This is an optimization exercise on Yosys and OpenROAD, whose aim is small area, a short achievable clock period and few clock cycles per item, not a production implementation.
RTL that was checked went through simulation tests only; none was proved equivalent to the original.

==> inputs of build 28 <==
## weight_update
module weight_update #(
  parameter int WWIDTH   = 8,
  parameter int LR_SHIFT = 4,
  parameter int ADDR_L0  = 0,
  parameter int ADDR_L1  = 1
) (
  input  logic               CLK,
  input  logic               RST,
  input  logic               start,
  input  logic signed [8:0]  x0,
  input  logic signed [8:0]  x1,
  input  logic signed [8:0]  x2,
  input  logic signed [8:0]  x3,
  input  logic signed [8:0]  v0,
  input  logic signed [8:0]  v1,
  input  logic signed [8:0]  v2,
  input  logic signed [8:0]  v3,
  input  logic signed [8:0]  v4,
  input  logic signed [8:0]  v5,
  input  logic signed [8:0]  delta_20,
  input  logic signed [8:0]  delta_21,
  input  logic signed [8:0]  delta_22,
  input  logic signed [8:0]  delta_23,
  input  logic signed [8:0]  delta_24,
  input  logic signed [8:0]  delta_25,
  input  logic signed [8:0]  delta_30,
  input  logic signed [8:0]  delta_31,
  output logic               busy,
  output logic               done,
  output logic [3:0]         addr,
  output logic [255:0]       write_data,
  output logic               we,
  input  logic [255:0]       read_data
);
clock: 10.0 ns
lec_check: 0
cap_margin: 20
core_margin: 2
core_utilization: 60
slew_margin: 20
standard.sh (not shown) runs the stock make flow with config.mk's settings and CLKGATE_MAP_FILE= SYNTH_SCRIPT=/design/flow/synth_recipe.tcl, a recipe that flattens the netlist after the stock synthesis.
==> flow/flow/run.sh <==
#!/bin/bash
# The standard layout (standard.sh: the standard flow's synthesis and ORFS flow, unchanged), except that
#  - the port buffers that global placement inserts on every input and output are the
#    smallest buffer (buf_1) instead of the tool's default choice (repair may still resize them);
set -euo pipefail
export BUFFER_PORTS_ARGS="-buffer_cell sky130_fd_sc_hd__buf_1"
export SETUP_SLACK_MARGIN=6.0
bash standard.sh > standard.log 2>&1
==> trial 31 (differences from build 28) <==
==> flow/flow/run.sh (replaced) <==
#!/bin/bash
# The standard layout (standard.sh: the standard flow's synthesis and ORFS flow, unchanged), except that
# the port buffers that global placement inserts on every input and output are the smallest
# buffer (buf_1) instead of the tool's default choice; repair may still resize them.
set -euo pipefail
export BUFFER_PORTS_ARGS="-buffer_cell sky130_fd_sc_hd__buf_1"
bash standard.sh > standard.log 2>&1
- SETUP_SLACK_MARGIN: unset -> 5
==> qor.yml <==
status: "finished clean"
place_ws_ns: 5.34
holdWs_ns: 0.476
dr.first_iter.drc_count: 4417
seq_area_um2: 14900
Source of the figures above: trial 31

==> qor.yml <==
dr.first_iter.drc_count: 4893
postCtsSetupRepairBufs: 66
place_ws_ns: 5.45
inverters_excl_clock: 577
seq_area_um2: 15000
status: "finished clean"
Source of the figures above: build 28

Testbench counts of build 28, summed over its fixed seeds: cycles 3,840, items 960.
Testbench counts of trial 31, summed over its fixed seeds: cycles 3,840, items 960.

* * *

==> build 85: inputs <==
weight_update, a different RTL version from the one above (not shown whole).
==> module weight_update, before the edit <==
module weight_update #(
  parameter int WWIDTH   = 8,
  parameter int LR_SHIFT = 4,
  parameter int ADDR_L0  = 0,
  parameter int ADDR_L1  = 1
) (
  input  logic               CLK,
  input  logic               RST,
  input  logic               start,
  input  logic signed [8:0]  x0,
  input  logic signed [8:0]  x1,
  input  logic signed [8:0]  x2,
  input  logic signed [8:0]  x3,
  input  logic signed [8:0]  v0,
  input  logic signed [8:0]  v1,
  input  logic signed [8:0]  v2,
  input  logic signed [8:0]  v3,
  input  logic signed [8:0]  v4,
  input  logic signed [8:0]  v5,
  input  logic signed [8:0]  delta_20,
  input  logic signed [8:0]  delta_21,
  input  logic signed [8:0]  delta_22,
  input  logic signed [8:0]  delta_23,
  input  logic signed [8:0]  delta_24,
  input  logic signed [8:0]  delta_25,
  input  logic signed [8:0]  delta_30,
  input  logic signed [8:0]  delta_31,
  output logic               busy,
  output logic               done,
  output logic [3:0]         addr,
  output logic [255:0]       write_data,
  output logic               we,
  input  logic [255:0]       read_data
);
  logic [1:0] st_q;
  wire idle = (st_q == 2'd0);
  wire s1   = (st_q == 2'd1);
  wire s2   = (st_q == 2'd2);
  wire s3   = (st_q == 2'd3);
  always_ff @(posedge CLK or posedge RST) begin
    if (RST)       st_q <= 2'd0;
    else if (idle) st_q <= start ? 2'd1 : 2'd0;
    else           st_q <= st_q + 2'd1;
  end
  logic [7:0] sel1_q;
  logic [5:0] sel2_q;
  always_ff @(posedge CLK or posedge RST) begin
    if (RST) begin
      sel1_q <= '0;
      sel2_q <= '0;
    end else begin
      for (int c = 0; c < 8; c++)
        sel1_q[c] <= (idle && (start || c[0])) || (s2 && c[1]) || (s3 && c[2]);
      for (int c = 0; c < 6; c++)
        sel2_q[c] <= s1 || (idle && !start && c[0]) || (s2 && c[1]) || (s3 && c[2]);
    end
  end
  logic [8:0] x_q  [4];
  logic [8:0] v_q  [6];
  logic [8:0] d2_q [6];
  logic [8:0] d3_q [2];
  always_ff @(posedge CLK) begin
    if (idle) begin
      x_q[0]  <= x0;       x_q[1]  <= x1;       x_q[2]  <= x2;       x_q[3]  <= x3;
      v_q[0]  <= v0;       v_q[1]  <= v1;       v_q[2]  <= v2;
      v_q[3]  <= v3;       v_q[4]  <= v4;       v_q[5]  <= v5;
      d2_q[0] <= delta_20; d2_q[1] <= delta_21; d2_q[2] <= delta_22;
      d2_q[3] <= delta_23; d2_q[4] <= delta_24; d2_q[5] <= delta_25;
      d3_q[0] <= delta_30; d3_q[1] <= delta_31;
    end
  end
  logic [8:0] ma [18];
  logic [8:0] mb [18];
  logic [7:0] mw [18];
  logic [7:0] mo [18];
  for (genvar g = 0; g < 18; g++) begin : g_mac
    wu_mac u_mac (.a(ma[g]), .b(mb[g]), .w(mw[g]), .o(mo[g]));
  end
  always_comb begin
    for (int m = 0; m < 12; m++) begin
      ma[m] = sel1_q[m % 8] ? v_q[m % 6]  : x_q[m % 4];
      mb[m] = sel1_q[(m + 4) % 8] ? d3_q[m / 6] : d2_q[m / 4];
      mw[m] = read_data[8*m +: 8];
    end
    for (int n = 0; n < 6; n++) begin
      ma[12+n] = sel1_q[(n + 2) % 8] ? x_q[2*(n%2)] : x_q[2*(n%2)+1];
      mb[12+n] = d2_q[3 + n/2];
      mw[12+n] = sel2_q[n] ? read_data[8*(4*(3+n/2) + 2*(n%2) + 1) +: 8] : 8'd0;
    end
  end
  logic [7:0] e_q [6];
  always_ff @(posedge CLK) begin
    for (int n = 0; n < 6; n++) e_q[n] <= mo[12+n];
  end
  logic [255:0] w_d, w_q;
  always_comb begin
    w_d = read_data;
    for (int m = 0; m < 12; m++) w_d[8*m +: 8] = mo[m];
    for (int n = 0; n < 6; n++) begin
      w_d[8*(4*(3+n/2) + 2*(n%2))     +: 8] = read_data[8*(4*(3+n/2) + 2*(n%2)) +: 8] + (sel2_q[n] ? e_q[n] : 8'd0);
      w_d[8*(4*(3+n/2) + 2*(n%2) + 1) +: 8] = sel2_q[n] ? mo[12+n] : read_data[8*(4*(3+n/2) + 2*(n%2) + 1) +: 8];
    end
  end
  always_ff @(posedge CLK) w_q <= w_d;
  assign write_data = w_q;
  assign busy = !idle;
  assign done = s3;
  assign we   = s2 || s3;
  assign addr = (s1 || s3) ? 4'(ADDR_L0) : 4'(ADDR_L1);
endmodule
clock: 10.0 ns
lec_check: 0
abc_clock_period_in_ps: 5000
cap_margin: 20
core_margin: 2
core_utilization: 60
setup_slack_margin: 4
slew_margin: 20
run.sh (not shown) runs the stock make flow with config.mk's settings and CLKGATE_MAP_FILE= SYNTH_SCRIPT=/design/flow/synth_recipe.tcl, a recipe that flattens the netlist after the stock synthesis.
Stock flow here: none of the scripts above is used.
==> inputs of trial 95, as changes to build 85 <==
--- a/flow/design.v
+++ b/flow/design.v
@@ -43,31 +43,40 @@
     else           st_q <= st_q + 2'd1;
   end
-  logic [7:0] sel1_q;
   logic [5:0] sel2_q;
   always_ff @(posedge CLK or posedge RST) begin
-    if (RST) begin
-      sel1_q <= '0;
-      sel2_q <= '0;
-    end else begin
-      for (int c = 0; c < 8; c++)
-        sel1_q[c] <= (idle && (start || c[0])) || (s2 && c[1]) || (s3 && c[2]);
+    if (RST) sel2_q <= '0;
+    else
       for (int c = 0; c < 6; c++)
         sel2_q[c] <= s1 || (idle && !start && c[0]) || (s2 && c[1]) || (s3 && c[2]);
-    end
   end
+  wire [8:0] vp [6];
+  assign vp[0] = v0; assign vp[1] = v1; assign vp[2] = v2;
+  assign vp[3] = v3; assign vp[4] = v4; assign vp[5] = v5;
+  wire [8:0] xp [4];
+  assign xp[0] = x0; assign xp[1] = x1; assign xp[2] = x2; assign xp[3] = x3;
+  wire [8:0] d2p [6];
+  assign d2p[0] = delta_20; assign d2p[1] = delta_21; assign d2p[2] = delta_22;
+  assign d2p[3] = delta_23; assign d2p[4] = delta_24; assign d2p[5] = delta_25;
+  wire [8:0] d3p [2];
+  assign d3p[0] = delta_30; assign d3p[1] = delta_31;
   logic [8:0] x_q  [4];
-  logic [8:0] v_q  [6];
   logic [8:0] d2_q [6];
-  logic [8:0] d3_q [2];
   always_ff @(posedge CLK) begin
     if (idle) begin
-      x_q[0]  <= x0;       x_q[1]  <= x1;       x_q[2]  <= x2;       x_q[3]  <= x3;
-      v_q[0]  <= v0;       v_q[1]  <= v1;       v_q[2]  <= v2;
-      v_q[3]  <= v3;       v_q[4]  <= v4;       v_q[5]  <= v5;
-      d2_q[0] <= delta_20; d2_q[1] <= delta_21; d2_q[2] <= delta_22;
-      d2_q[3] <= delta_23; d2_q[4] <= delta_24; d2_q[5] <= delta_25;
-      d3_q[0] <= delta_30; d3_q[1] <= delta_31;
+      for (int i = 0; i < 4; i++) x_q[i]  <= xp[i];
+      for (int j = 0; j < 6; j++) d2_q[j] <= d2p[j];
     end
   end
+  logic [8:0] ua_q [12];
+  logic [8:0] ub_q [4];
+  logic [8:0] uc_q [2];
+  always_ff @(posedge CLK) begin
+    for (int m = 0; m < 12; m++) ua_q[m] <= idle ? vp[m % 6] : x_q[m % 4];
+    ub_q[0] <= idle ? d3p[0] : d2_q[0];
+    ub_q[1] <= idle ? d3p[0] : d2_q[1];
+    ub_q[2] <= idle ? d3p[1] : d2_q[1];
+    ub_q[3] <= idle ? d3p[1] : d2_q[2];
+    for (int p = 0; p < 2; p++) uc_q[p] <= idle ? xp[2*p] : x_q[2*p+1];
+  end
   logic [8:0] ma [18];
   logic [8:0] mb [18];
@@ -79,10 +88,10 @@
   always_comb begin
     for (int m = 0; m < 12; m++) begin
-      ma[m] = sel1_q[m % 8] ? v_q[m % 6]  : x_q[m % 4];
-      mb[m] = sel1_q[(m + 4) % 8] ? d3_q[m / 6] : d2_q[m / 4];
+      ma[m] = ua_q[m];
+      mb[m] = ub_q[(m < 4) ? 0 : (m < 6) ? 1 : (m < 8) ? 2 : 3];
       mw[m] = read_data[8*m +: 8];
     end
     for (int n = 0; n < 6; n++) begin
-      ma[12+n] = sel1_q[(n + 2) % 8] ? x_q[2*(n%2)] : x_q[2*(n%2)+1];
+      ma[12+n] = uc_q[n % 2];
       mb[12+n] = d2_q[3 + n/2];
       mw[12+n] = sel2_q[n] ? read_data[8*(4*(3+n/2) + 2*(n%2) + 1) +: 8] : 8'd0;
==> flow/flow/run.sh (new file) <==
#!/bin/bash
# The standard layout (standard.sh: the standard flow's synthesis and ORFS flow, unchanged), except that
#  - the port buffers that global placement inserts on every input and output are the
#    smallest buffer (buf_1) instead of the tool's default choice (repair may still resize them);
set -euo pipefail
export BUFFER_PORTS_ARGS="-buffer_cell sky130_fd_sc_hd__buf_1"
export SETUP_SLACK_MARGIN=6
bash standard.sh > standard.log 2>&1
==> flow/standard.sh (new file) <==
#!/bin/bash
# synth_recipe.tcl (not shown) runs the flow's synth.tcl, then flattens the netlist and writes it again
# the make line also repeats each setting of config.mk as NAME=value (left out here)
make -C /OpenROAD-flow-scripts/flow DESIGN_CONFIG=/design/flow/config.mk WORK_HOME=/design/flow/orfs CLKGATE_MAP_FILE= SYNTH_SCRIPT=/design/flow/synth_recipe.tcl "${@:-finish}"
ABC_CLOCK_PERIOD_IN_PS = unset   (was 5000)
SETUP_SLACK_MARGIN = unset   (was 4)
removed: flow/run.sh
==> inputs of trial 60, as changes to build 85 <==
--- a/flow/design.v
+++ b/flow/design.v
@@ -43,31 +43,40 @@
     else           st_q <= st_q + 2'd1;
   end
-  logic [7:0] sel1_q;
   logic [5:0] sel2_q;
   always_ff @(posedge CLK or posedge RST) begin
-    if (RST) begin
-      sel1_q <= '0;
-      sel2_q <= '0;
-    end else begin
-      for (int c = 0; c < 8; c++)
-        sel1_q[c] <= (idle && (start || c[0])) || (s2 && c[1]) || (s3 && c[2]);
+    if (RST) sel2_q <= '0;
+    else
       for (int c = 0; c < 6; c++)
         sel2_q[c] <= s1 || (idle && !start && c[0]) || (s2 && c[1]) || (s3 && c[2]);
-    end
   end
+  wire [8:0] vp [6];
+  assign vp[0] = v0; assign vp[1] = v1; assign vp[2] = v2;
+  assign vp[3] = v3; assign vp[4] = v4; assign vp[5] = v5;
+  wire [8:0] xp [4];
+  assign xp[0] = x0; assign xp[1] = x1; assign xp[2] = x2; assign xp[3] = x3;
+  wire [8:0] d2p [6];
+  assign d2p[0] = delta_20; assign d2p[1] = delta_21; assign d2p[2] = delta_22;
+  assign d2p[3] = delta_23; assign d2p[4] = delta_24; assign d2p[5] = delta_25;
+  wire [8:0] d3p [2];
+  assign d3p[0] = delta_30; assign d3p[1] = delta_31;
   logic [8:0] x_q  [4];
-  logic [8:0] v_q  [6];
   logic [8:0] d2_q [6];
-  logic [8:0] d3_q [2];
   always_ff @(posedge CLK) begin
     if (idle) begin
-      x_q[0]  <= x0;       x_q[1]  <= x1;       x_q[2]  <= x2;       x_q[3]  <= x3;
-      v_q[0]  <= v0;       v_q[1]  <= v1;       v_q[2]  <= v2;
-      v_q[3]  <= v3;       v_q[4]  <= v4;       v_q[5]  <= v5;
-      d2_q[0] <= delta_20; d2_q[1] <= delta_21; d2_q[2] <= delta_22;
-      d2_q[3] <= delta_23; d2_q[4] <= delta_24; d2_q[5] <= delta_25;
-      d3_q[0] <= delta_30; d3_q[1] <= delta_31;
+      for (int i = 0; i < 4; i++) x_q[i]  <= xp[i];
+      for (int j = 0; j < 6; j++) d2_q[j] <= d2p[j];
     end
   end
+  logic [8:0] ua_q [12];
+  logic [8:0] ub_q [4];
+  logic [8:0] uc_q [2];
+  always_ff @(posedge CLK) begin
+    for (int m = 0; m < 12; m++) ua_q[m] <= idle ? vp[m % 6] : x_q[m % 4];
+    ub_q[0] <= idle ? d3p[0] : d2_q[0];
+    ub_q[1] <= idle ? d3p[0] : d2_q[1];
+    ub_q[2] <= idle ? d3p[1] : d2_q[1];
+    ub_q[3] <= idle ? d3p[1] : d2_q[2];
+    for (int p = 0; p < 2; p++) uc_q[p] <= idle ? xp[2*p] : x_q[2*p+1];
+  end
   logic [8:0] ma [18];
   logic [8:0] mb [18];
@@ -79,10 +88,10 @@
   always_comb begin
     for (int m = 0; m < 12; m++) begin
-      ma[m] = sel1_q[m % 8] ? v_q[m % 6]  : x_q[m % 4];
-      mb[m] = sel1_q[(m + 4) % 8] ? d3_q[m / 6] : d2_q[m / 4];
+      ma[m] = ua_q[m];
+      mb[m] = ub_q[(m < 4) ? 0 : (m < 6) ? 1 : (m < 8) ? 2 : 3];
       mw[m] = read_data[8*m +: 8];
     end
     for (int n = 0; n < 6; n++) begin
-      ma[12+n] = sel1_q[(n + 2) % 8] ? x_q[2*(n%2)] : x_q[2*(n%2)+1];
+      ma[12+n] = uc_q[n % 2];
       mb[12+n] = d2_q[3 + n/2];
       mw[12+n] = sel2_q[n] ? read_data[8*(4*(3+n/2) + 2*(n%2) + 1) +: 8] : 8'd0;
==> flow/flow/run.sh (new file) <==
#!/bin/bash
# The standard layout (standard.sh: the standard flow's synthesis and ORFS flow, unchanged), except that
# the port buffers that global placement inserts on every input and output are the smallest
# buffer (buf_1) instead of the tool's default choice; repair may still resize them.
set -euo pipefail
export BUFFER_PORTS_ARGS="-buffer_cell sky130_fd_sc_hd__buf_1"
bash standard.sh > standard.log 2>&1
==> flow/standard.sh (new file) <==
#!/bin/bash
# synth_recipe.tcl (not shown) runs the flow's synth.tcl, then flattens the netlist and writes it again
# the make line also repeats each setting of config.mk as NAME=value (left out here)
make -C /OpenROAD-flow-scripts/flow DESIGN_CONFIG=/design/flow/config.mk WORK_HOME=/design/flow/orfs CLKGATE_MAP_FILE= SYNTH_SCRIPT=/design/flow/synth_recipe.tcl "${@:-finish}"
ABC_CLOCK_PERIOD_IN_PS = unset   (was 5000)
CTS_BUF_LIST = sky130_fd_sc_hd__clkbuf_8   (was unset)
SETUP_SLACK_MARGIN = 5   (was 4)
removed: flow/run.sh
==> notes <==
- Of trial 95 and trial 60, trial 95 has the higher cell area (gap 11%, measured against trial 60).
- The highest maximum frequency belongs to trial 95, the lowest to build 85.
- In synthesized cell count, trial 60 and trial 95 do not differ.
- Trial 60 ran to the end with no violations. Trial 95 ran to the end with no violations. Build 85 went through all stages and came out clean.
- First-iteration DRC count, highest first: build 85, trial 95, trial 60.
- Of trial 60 and trial 95, trial 60 has the higher sequential share of layout area (gap 1.8 points).
- Final cell count, lowest first: trial 60, build 85, trial 95.
Testbench counts of trial 95, summed over its fixed seeds: cycles 3,840, items 960.
Testbench counts of trial 60, summed over its fixed seeds: cycles 3,840, items 960.
For build 85, only the layout was checked, not whether the RTL still works.

-- static timing again, ports no longer ideal --
Ports are ideal in the flow. The routed layouts listed here were re-timed in OpenROAD. Step 1 sets driving cells, clkbuf_16 on the clock port and buf_2 on the other inputs (assumed; they add their load-dependent delay and slew). Step 2 times the ports against the registers' clock, not the clock port: input delays grow and output delays shrink by t, the midpoint of the rising clock arrivals with the driver on. a / b / c = ideal / step 1 / step 2; a / b = the first two.
| run | t, ns | setup WS [ns] | slew at the worst register clock pin (ns) |
|---|---|---|---|
| build 28 | 0.730 | 5.850 / 5.850 / 5.656 | 0.07 / 0.07 |
| trial 31 | 0.742 | 5.310 / 5.310 / 5.310 | 0.07 / 0.07 |
| build 85 | 0.736 | 4.195 / 4.195 / 4.195 | 0.08 / 0.08 |
| trial 95 | 0.700 | 5.282 / 5.282 / 5.282 | 0.07 / 0.07 |
| trial 60 | 0.799 | 5.123 / 5.123 / 5.123 | 0.07 / 0.07 |
After both steps setup and hold are still met in every run listed. For build 28, which loses most, drivers alone change the setup slack by 0.000 ns; drivers and shift together by -0.194 ns.
